Source: an optimization exercise on an open RTL-to-GDS flow (aim: small area, a short achievable clock period and few clock cycles per item). Production flows keep margins and buffers that such runs may drop.
At most, simulation tests tie the RTL to the original design; equivalence was not proved.

==> inputs of v24 <==
==> flow/design.v <==
`default_nettype none
package cordic_pkg;
    localparam int word_width = 32;
    localparam int fp_bias = 127;
    localparam int max_iterations = 16;
    localparam logic [word_width-1:0] cordic_gain_init = 32'h4DBA_76D4;
    typedef union packed {
        logic [word_width-1:0] bits;
        struct packed {
            logic        sign;
            logic [7:0]  exponent;
            logic [22:0] mantissa;
        } fields;
    } fp_word_t;
    function automatic logic [word_width-1:0] atan_entry(input logic [3:0] index);
        logic [word_width-1:0] angle;
        case (index)
            4'd0:    angle = 32'h6487_ED51;
            4'd1:    angle = 32'h3B58_CE0A;
            4'd2:    angle = 32'h1F5B_75F9;
            4'd3:    angle = 32'h0FEA_DD4D;
            4'd4:    angle = 32'h07FD_56ED;
            4'd5:    angle = 32'h03FF_AAB7;
            4'd6:    angle = 32'h01FF_F555;
            4'd7:    angle = 32'h00FF_FEAA;
            4'd8:    angle = 32'h007F_FFD5;
            4'd9:    angle = 32'h003F_FFFA;
            4'd10:   angle = 32'h001F_FFFF;
            4'd11:   angle = 32'h000F_FFFF;
            4'd12:   angle = 32'h0007_FFFF;
            4'd13:   angle = 32'h0003_FFFF;
            4'd14:   angle = 32'h0001_FFFF;
            default: angle = 32'h0000_FFFF;
        endcase
        atan_entry = angle;
    endfunction
endpackage
`default_nettype wire
`default_nettype none
module angle_to_fixed (
    input  logic [31:0] angle,
    output logic [31:0] fixed_angle,
    output logic [9:0]  dsel
);
    logic [31:0] aligned;
    logic        in_range, in_a, in_b;
    logic [30:0] w;
    logic [4:0]  ge_a;
    logic [4:0]  ge_b;
    assign aligned     = {1'b1, angle[22:0], 8'b0};
    assign in_range    = (angle[30:28] == 3'b011);
    assign fixed_angle = in_range ? (aligned >> (~angle[27:23])) : 32'd0;
    assign w    = angle[30:0];
    assign in_b = (angle[30:23] == 8'd127);
    assign in_a = in_range & !in_b;
    assign ge_a[0] = 1'b1;
    assign ge_a[1] = (w >= 31'h3d9d3a95);
    assign ge_a[2] = (w >= 31'h3ea4bc7e);
    assign ge_a[3] = (w >= 31'h3f11152b);
    assign ge_a[4] = (w >= 31'h3f490fdb);
    assign ge_b[0] = 1'b1;
    assign ge_b[1] = (w[22:0] >= 23'h1b7813);
    assign ge_b[2] = (w[22:0] >= 23'h37756b);
    assign ge_b[3] = (w[22:0] >= 23'h56d0e1);
    assign ge_b[4] = (w[22:0] >= 23'h762c57);
    assign dsel[0] = (in_b & ge_b[0] & !ge_b[1]);   
    assign dsel[1] = (in_b & ge_b[1] & !ge_b[2]);   
    assign dsel[2] = (in_b & ge_b[2] & !ge_b[3]);   
    assign dsel[3] = (in_b & ge_b[3] & !ge_b[4]);   
    assign dsel[4] = (in_b & ge_b[4]);   
    assign dsel[5] = (in_a & ge_a[0] & !ge_a[1]) | !in_range;   
    assign dsel[6] = (in_a & ge_a[1] & !ge_a[2]);   
    assign dsel[7] = (in_a & ge_a[2] & !ge_a[3]);   
    assign dsel[8] = (in_a & ge_a[3] & !ge_a[4]);   
    assign dsel[9] = (in_a & ge_a[4]);   
endmodule
module preload_tables (
    input  logic [9:0]  dsel,
    output logic [31:0] x_pre,
    output logic [31:0] y_pre,
    output logic [31:0] offset
);
    always_comb begin
        x_pre  = '0;
        y_pre  = '0;
        offset = '0;
        if (dsel[0]) begin x_pre = x_pre | 32'h515f3467; y_pre = y_pre | 32'h9da0019b; offset = offset | 32'h709a6815; end
        if (dsel[1]) begin x_pre = x_pre | 32'h625ffe63; y_pre = y_pre | 32'haea0cb9b; offset = offset | 32'h5875728d; end
        if (dsel[2]) begin x_pre = x_pre | 32'h7360c863; y_pre = y_pre | 32'hc958e473; offset = offset | 32'h389fb7f3; end
        if (dsel[3]) begin x_pre = x_pre | 32'h7d18173d; y_pre = y_pre | 32'he67ed102; offset = offset | 32'h19be869b; end
        if (dsel[4]) begin x_pre = x_pre | 32'h7f85eaf5; y_pre = y_pre | 32'h06129148; offset = offset | 32'hf9e8cc01; end
        if (dsel[5]) begin x_pre = x_pre | 32'h7f85eaf3; y_pre = y_pre | 32'hf9ed6eb8; offset = offset | 32'h061733ff; end
        if (dsel[6]) begin x_pre = x_pre | 32'h7d18173d; y_pre = y_pre | 32'h19812efe; offset = offset | 32'he6417965; end
        if (dsel[7]) begin x_pre = x_pre | 32'h7360c863; y_pre = y_pre | 32'h36a71b8d; offset = offset | 32'hc760480d; end
        if (dsel[8]) begin x_pre = x_pre | 32'h625ffe65; y_pre = y_pre | 32'h515f3465; offset = offset | 32'ha78a8d73; end
        if (dsel[9]) begin x_pre = x_pre | 32'h515f3465; y_pre = y_pre | 32'h625ffe65; offset = offset | 32'h8f6597eb; end
    end
endmodule
`default_nettype wire
`default_nettype none
module cordic_rotator #(
    parameter int M       = 4,
    parameter int N       = 10,    
    parameter int XY_ARCH = 0,
    parameter int Z_ARCH  = 0
) (
    input  logic         clock,
    input  logic         arst_n,
    input  logic         clk_en,
    input  logic         start,
    input  logic [31:0]  fixed_angle,
    input  logic [N-1:0] dsel,
    output logic [31:0]  cos_fixed,
    output logic         done
);
    localparam int ZW = 29;
    logic         accept;
    logic         busy;
    logic         valid;
    logic         last;
    logic         first;     
    logic [N-1:0] sel;
    logic [3:0]   index;     
    logic [3:0]   index_n;   
    logic [15-M:0] onehot;
    logic [31:0]   x, y;
    logic [ZW-1:0] z, at, zo, zsum;
    logic [31:0]   xa, ya, xs, ys;
    logic [31:0]   x_pre, y_pre, offset;
    logic          neg;
    logic          pos;      
    logic          negy;     
    logic [31:0]   xt, yt, xsum, ysum;
    assign accept = start & clk_en;
    assign last   = busy & !first & (index == 4'd15);
    assign neg    = z[ZW-1];
    always_comb begin
        at = '0;
        for (int k = 0; k <= 15 - M; k++) at = at | (onehot[k] ? ZW'(cordic_pkg::atan_entry(4'(M + k))) : ZW'(0));
    end
    preload_tables preload_tables_inst (.dsel(sel), .x_pre(x_pre), .y_pre(y_pre), .offset(offset));
    assign ys = signed'(y) >>> index;
    assign xs = (first ? 32'd0 : x) >> (~index_n);
    assign xa = first ? x_pre : (pos ? ~x : x);
    assign ya = first ? y_pre : (negy ? ~y : y);
    assign zo = first ? offset[ZW-1:0] : (neg ? at : ~at);
    cpa #(.W(32), .ARCH(XY_ARCH)) x_add (.a(xa), .b(ys), .ci(1'b0), .s(xt));
    cpa #(.W(32), .ARCH(XY_ARCH)) y_add (.a(ya), .b(xs), .ci(1'b0), .s(yt));
    cpa #(.W(ZW), .ARCH(Z_ARCH))  z_add (.a(z), .b(zo), .ci(!first && !neg), .s(zsum));
    assign xsum = pos ? ~xt : xt;
    assign ysum = negy ? ~yt : yt;
    always_ff @(posedge clock) begin
        if (accept) begin
            z        <= fixed_angle[ZW-1:0];
            pos      <= 1'b0;
            negy     <= 1'b0;
            first    <= 1'b1;
            index    <= 4'(M - 1);
            index_n  <= 4'(15 - (M - 1));
            onehot   <= '0;
        end else begin
            z        <= zsum;
            pos      <= ~zsum[ZW-1];
            negy     <= zsum[ZW-1];
            first    <= 1'b0;
            index    <= index + 4'd1;
            index_n  <= index_n - 4'd1;
            onehot   <= {onehot[14-M:0], first};
        end
        sel <= dsel;
        x   <= xsum;
        y   <= (busy && !accept && !last) ? ysum : 32'd0;
    end
    always_ff @(posedge clock or negedge arst_n) begin
        if (!arst_n) begin
            busy  <= 1'b0;
            valid <= 1'b0;
            done  <= 1'b0;
        end else begin
            if (accept) begin
                busy  <= 1'b1;
                valid <= 1'b0;
            end else if (last) begin
                busy  <= 1'b0;
                valid <= 1'b1;
            end
            if (clk_en) done <= !start && (valid || last);
        end
    end
    assign cos_fixed = x;
endmodule
`default_nettype wire
module cpa #(
    parameter int W = 32,
    parameter int ARCH = 1
) (
    input  logic [W-1:0] a,
    input  logic [W-1:0] b,
    input  logic         ci,
    output logic [W-1:0] s
);
    if (ARCH == 0) begin : g_beh
        logic [W:0] t;
        assign t = {a, 1'b1} + {b, ci};
        assign s = t[W:1];
    end else begin : g_pfx
        localparam int N = W + 1;
        localparam int L = $clog2(N);
        logic [N-1:0] g0, p0, gg, pp;
        assign g0 = {a & b, ci};
        assign p0 = {a ^ b, 1'b0};
        always_comb begin
            gg = g0;
            pp = p0;
            if (ARCH == 1) begin
                for (int l = 0; l < L; l++)
                    for (int j = (2 << l) - 1; j < N; j += (2 << l)) begin
                        gg[j] = gg[j] | (pp[j] & gg[j - (1 << l)]);
                        pp[j] = pp[j] & pp[j - (1 << l)];
                    end
                for (int l = L - 2; l >= 0; l--)
                    for (int j = 3 * (1 << l) - 1; j < N; j += (2 << l)) begin
                        gg[j] = gg[j] | (pp[j] & gg[j - (1 << l)]);
                        pp[j] = pp[j] & pp[j - (1 << l)];
                    end
            end else if (ARCH == 2) begin
                for (int l = 0; l < L; l++)
                    for (int j = 0; j < N; j++)
                        if ((j >> l) & 1) begin
                            gg[j] = gg[j] | (pp[j] & gg[((j >> l) << l) - 1]);
                            pp[j] = pp[j] & pp[((j >> l) << l) - 1];
                        end
            end else begin
                for (int j = 1; j < N; j++) begin
                    gg[j] = gg[j] | (pp[j] & gg[j - 1]);
                end
            end
        end
        assign s = p0[N-1:1] ^ gg[N-2:0];
    end
endmodule
`default_nettype none
module fixed_to_float (
    input  logic [31:0] cos_fixed,
    output logic [31:0] result
);
    assign result = {8'h3F, cos_fixed[31], cos_fixed[29:7]};
endmodule
`default_nettype wire
`default_nettype none
module cos_unit (
    input  logic        clock,
    input  logic        arst_n,
    input  logic        clk_en,
    input  logic        start,
    input  logic [31:0] dataa,
    output logic [31:0] result,
    output logic        done
);
    localparam int M = 4;
    localparam int N = 10;
    logic [31:0]  fixed_angle;
    logic [N-1:0] dsel;
    logic [31:0]  cos_fixed;
    angle_to_fixed angle_to_fixed_inst (
        .angle       (dataa),
        .fixed_angle (fixed_angle),
        .dsel        (dsel)
    );
    cordic_rotator #(.M(M), .N(N)) cordic_rotator_inst (
        .clock       (clock),
        .arst_n      (arst_n),
        .clk_en      (clk_en),
        .start       (start),
        .fixed_angle (fixed_angle),
        .dsel        (dsel),
        .cos_fixed   (cos_fixed),
        .done        (done)
    );
    fixed_to_float fixed_to_float_inst (
        .cos_fixed (cos_fixed),
        .result    (result)
    );
endmodule
`default_nettype wire
==> flow/flow/run.sh <==
#!/bin/bash
# Standard layout, but the port buffers are buf_2 cells instead of the delay
# buffers buffer_ports picks by default. Full tool output goes to standard_flow.log.
set -euo pipefail
bash standard.sh "BUFFER_PORTS_ARGS=-buffer_cell sky130_fd_sc_hd__buf_2" finish > standard_flow.log 2>&1
==> flow/standard.sh <==
#!/bin/bash
# synth_recipe.tcl (not shown) runs the flow's synth.tcl, then flattens the netlist and writes it again
# the make line also repeats each setting of config.mk as NAME=value (left out here)
make -C /OpenROAD-flow-scripts/flow DESIGN_CONFIG=/design/flow/config.mk WORK_HOME=/design/flow/orfs CLKGATE_MAP_FILE= SYNTH_SCRIPT=/design/flow/synth_recipe.tcl "${@:-finish}"
==> flow/config.mk <==
export PLATFORM = sky130hd
export DESIGN_NAME = cos_unit
export DESIGN_NICKNAME = cos_unit
export VERILOG_FILES = /design/flow/design.v
export SDC_FILE = /design/flow/constraint.sdc
export NUM_CORES = 4
export LEC_CHECK = 0
export ABC_AREA = 1
export CAP_MARGIN = 20
export CORE_MARGIN = 2
export CORE_UTILIZATION = 45
export SETUP_SLACK_MARGIN = 4.75
export SLEW_MARGIN = 20
export TNS_END_PERCENT = 100
==> flow/constraint.sdc <==
create_clock -name core_clock -period 8.0 [get_ports {clock}]
set_input_delay 1.6000 -clock core_clock [delete_from_list [all_inputs] [get_ports {clock}]]
set_output_delay 1.6000 -clock core_clock [all_outputs]
set_load 0.01 [all_outputs]
==> v18 (differences from v24) <==
--- a/flow/design.v
+++ b/flow/design.v
@@ -156,2 +156,3 @@
             negy     <= 1'b0;
+            sel      <= dsel;
             first    <= 1'b1;
@@ -169,5 +170,4 @@
         end
-        sel <= dsel;
-        x   <= xsum;
-        y   <= (busy && !accept && !last) ? ysum : 32'd0;
+        x <= xsum;
+        y <= (busy && !accept && !last) ? ysum : 32'd0;
     end
Settings changed: ABC_AREA 1 to 0, SETUP_SLACK_MARGIN 4.75 to 4.8.
==> v15 (differences from v24) <==
--- a/flow/design.v
+++ b/flow/design.v
@@ -124,2 +124,4 @@
     logic [3:0]   index_n;   
+    logic [3:0]   index_h;   
+    logic [3:0]   index_hn;  
     logic [15-M:0] onehot;
@@ -141,4 +143,4 @@
     preload_tables preload_tables_inst (.dsel(sel), .x_pre(x_pre), .y_pre(y_pre), .offset(offset));
-    assign ys = signed'(y) >>> index;
-    assign xs = (first ? 32'd0 : x) >> (~index_n);
+    assign ys = shift_right(y, y[31], index, index_h);
+    assign xs = shift_right(first ? 32'd0 : x, 1'b0, ~index_n, ~index_hn);
     assign xa = first ? x_pre : (pos ? ~x : x);
@@ -151,2 +153,14 @@
     assign ysum = negy ? ~yt : yt;
+    function automatic logic [31:0] shift_right(input logic [31:0] v, input logic fill,
+                                                 input logic [3:0] sa, input logic [3:0] sb);
+        logic [31:0] t;
+        logic [62:0] e;
+        t = v;
+        for (int l = 3; l >= 0; l--) begin
+            e = {{31{fill}}, t};
+            for (int j = 0; j < 32; j++)
+                t[j] = ((j >= 16) ? sa[l] : sb[l]) ? e[j + (1 << l)] : e[j];
+        end
+        shift_right = t;
+    endfunction
     always_ff @(posedge clock) begin
@@ -156,2 +170,3 @@
             negy     <= 1'b0;
+            sel      <= dsel;
             first    <= 1'b1;
@@ -159,2 +174,4 @@
             index_n  <= 4'(15 - (M - 1));
+            index_h  <= 4'(M - 1);
+            index_hn <= 4'(15 - (M - 1));
             onehot   <= '0;
@@ -167,7 +184,10 @@
             index_n  <= index_n - 4'd1;
+            if (busy) begin
+                index_h  <= index_h + 4'd1;
+                index_hn <= index_hn - 4'd1;
+            end
             onehot   <= {onehot[14-M:0], first};
         end
-        sel <= dsel;
-        x   <= xsum;
-        y   <= (busy && !accept && !last) ? ysum : 32'd0;
+        x <= xsum;
+        y <= (busy && !accept && !last) ? ysum : 32'd0;
     end
Settings changed: SETUP_SLACK_MARGIN 4.75 to 4.8.
==> v13 (differences from v24) <==
--- a/flow/design.v
+++ b/flow/design.v
@@ -141,3 +141,3 @@
     preload_tables preload_tables_inst (.dsel(sel), .x_pre(x_pre), .y_pre(y_pre), .offset(offset));
-    assign ys = signed'(y) >>> index;
+    assign ys = $signed(y) >>> index;
     assign xs = (first ? 32'd0 : x) >> (~index_n);
@@ -156,2 +156,3 @@
             negy     <= 1'b0;
+            sel      <= dsel;
             first    <= 1'b1;
@@ -169,5 +170,4 @@
         end
-        sel <= dsel;
-        x   <= xsum;
-        y   <= (busy && !accept && !last) ? ysum : 32'd0;
+        x <= xsum;
+        y <= (busy && !accept && !last) ? ysum : 32'd0;
     end
Settings changed: CTS_CLUSTER_DIAMETER from default to 120, CTS_CLUSTER_SIZE from default to 40, SETUP_SLACK_MARGIN 4.75 to 4.8.
==> results.py <==
metrics = {
    "finish": {
        "fin_area_um2": 19800,
        "num_antenna_cells": 1,
        "register_area_um2": 2610,
    },
    "global_routing": {
        "met1_usage": 0.390,
    },
    "synth": {
        "ys_seq_area_frac": 0.149,
        "synth_compound_area_frac": 0.176,
        "ys_async_sr_fraction": 0.0233,
    },
    "sta": {
        "hold_ws_ns": 0.487,
    },
    "run_status": {
        "run_status": "no timing/DRC/antenna violations",
    },
    "critical_path": {
        "crit_top_cell": "nand2_1",
    },
    "clock_network": {
        "path_clk_slew_ns": 0.07,
    },
    "detailed_routing": {
        "vias_per_cell": 5.43,
    },
}
The numbers above come from v24.

==> results.py <==
metrics = {
    "run_status": {
        "run_status": "no timing/DRC/antenna violations",
    },
    "synth": {
        "synth_compound_area_frac": 0.167,
        "ys_seq_area_frac": 0.161,
        "ys_async_sr_fraction": 0.0219,
    },
    "finish": {
        "register_area_um2": 2900,
        "fin_area_um2": 20200,
        "num_antenna_cells": 1,
    },
    "sta": {
        "fin_worst_skew_ns": 0.0172,
        "hold_ws_ns": 0.446,
    },
    "clock_network": {
        "cts.repair.resized": 64,
    },
    "critical_path": {
        "r2r_cells": 20,
    },
    "detailed_routing": {
        "vias_per_cell": 5.49,
    },
    "global_routing": {
        "met1_usage": 0.476,
    },
}
The numbers above come from v15.

==> results.py <==
metrics = {
    "run_status": {
        "run_status": "no timing/DRC/antenna violations",
    },
    "synth": {
        "ys_seq_area_frac": 0.154,
        "synth_compound_area_frac": 0.175,
        "synthCells": 3263,
    },
    "detailed_routing": {
        "vias_per_cell": 5.41,
        "wl_met3_um": 3930,
    },
    "critical_path": {
        "end_kind": "register",
        "startpoint": "clk_en",
        "crit_top_cell": "buf_4",
    },
    "finish": {
        "area_share_nonclk_buffers": 0.0491,
        "register_area_um2": 2730,
        "fin_area_um2": 19800,
    },
    "sta": {
        "hold_ws_ns": 0.482,
    },
    "clock_network": {
        "path_clk_slew_ns": 0.06,
    },
    "placement": {
        "dpl-instance-area_um2": 17800,
    },
}
The numbers above come from v13.

==> results.py <==
metrics = {
    "run_status": {
        "run_status": "no timing/DRC/antenna violations",
    },
    "clock_network": {
        "path_clk_slew_ns": 0.06,
    },
    "finish": {
        "register_area_um2": 2740,
        "stdcell_count": 2700,
        "num_antenna_cells": 0,
    },
    "synth": {
        "synth_compound_area_frac": 0.248,
        "ys_seq_area_frac": 0.172,
    },
    "detailed_routing": {
        "vias_per_cell": 6.24,
    },
    "global_routing": {
        "met1_usage": 0.378,
    },
}
The numbers above come from v18.

Testbench counts of v18, summed over its fixed seeds: cycles 7,168, items 512.
Testbench counts of v15, summed over its fixed seeds: cycles 7,168, items 512.
For v24 and v13, only the layout was checked, not whether the RTL still works.

what the ideal ports hide:
The results above use ideal ports. As a check the final layouts listed here were re-extracted and re-timed, cells and wires unchanged. Step 1 sets driving cells, clkbuf_16 on the clock port and buf_2 on the other inputs (assumed; they add their load-dependent delay and slew). Step 2 adds t to the input delays and takes it off the output delays; t is the mean of the earliest and latest rising clock arrival at the registers after step 1. Input paths then give back, and output paths get back, about the clock's delay inside the block. a / b / c = ideal ports / drivers / drivers and shift; a / b = the first two.
run	t, ns	setup WS [ns]	worst hold slack (ns)	worst register clock-pin slew, ns	cell pins on the clock port's net
v24	0.518	4.841 / 4.841 / 4.505	0.487 / 0.487 / 0.487	0.07 / 0.07	1
v18	0.497	4.188 / 4.188 / 4.188	0.490 / 0.490 / 0.490	0.07 / 0.07	1
v15	0.530	4.912 / 4.875 / 4.419	0.446 / 0.446 / 0.446	0.07 / 0.07	1
v13	0.534	4.945 / 4.956 / 4.445	0.482 / 0.482 / 0.482	0.07 / 0.07	1
After both steps setup and hold are still met in every run listed. The setup slack of v13, which loses most, moves by +0.011 ns with the drivers and by -0.500 ns with both steps.
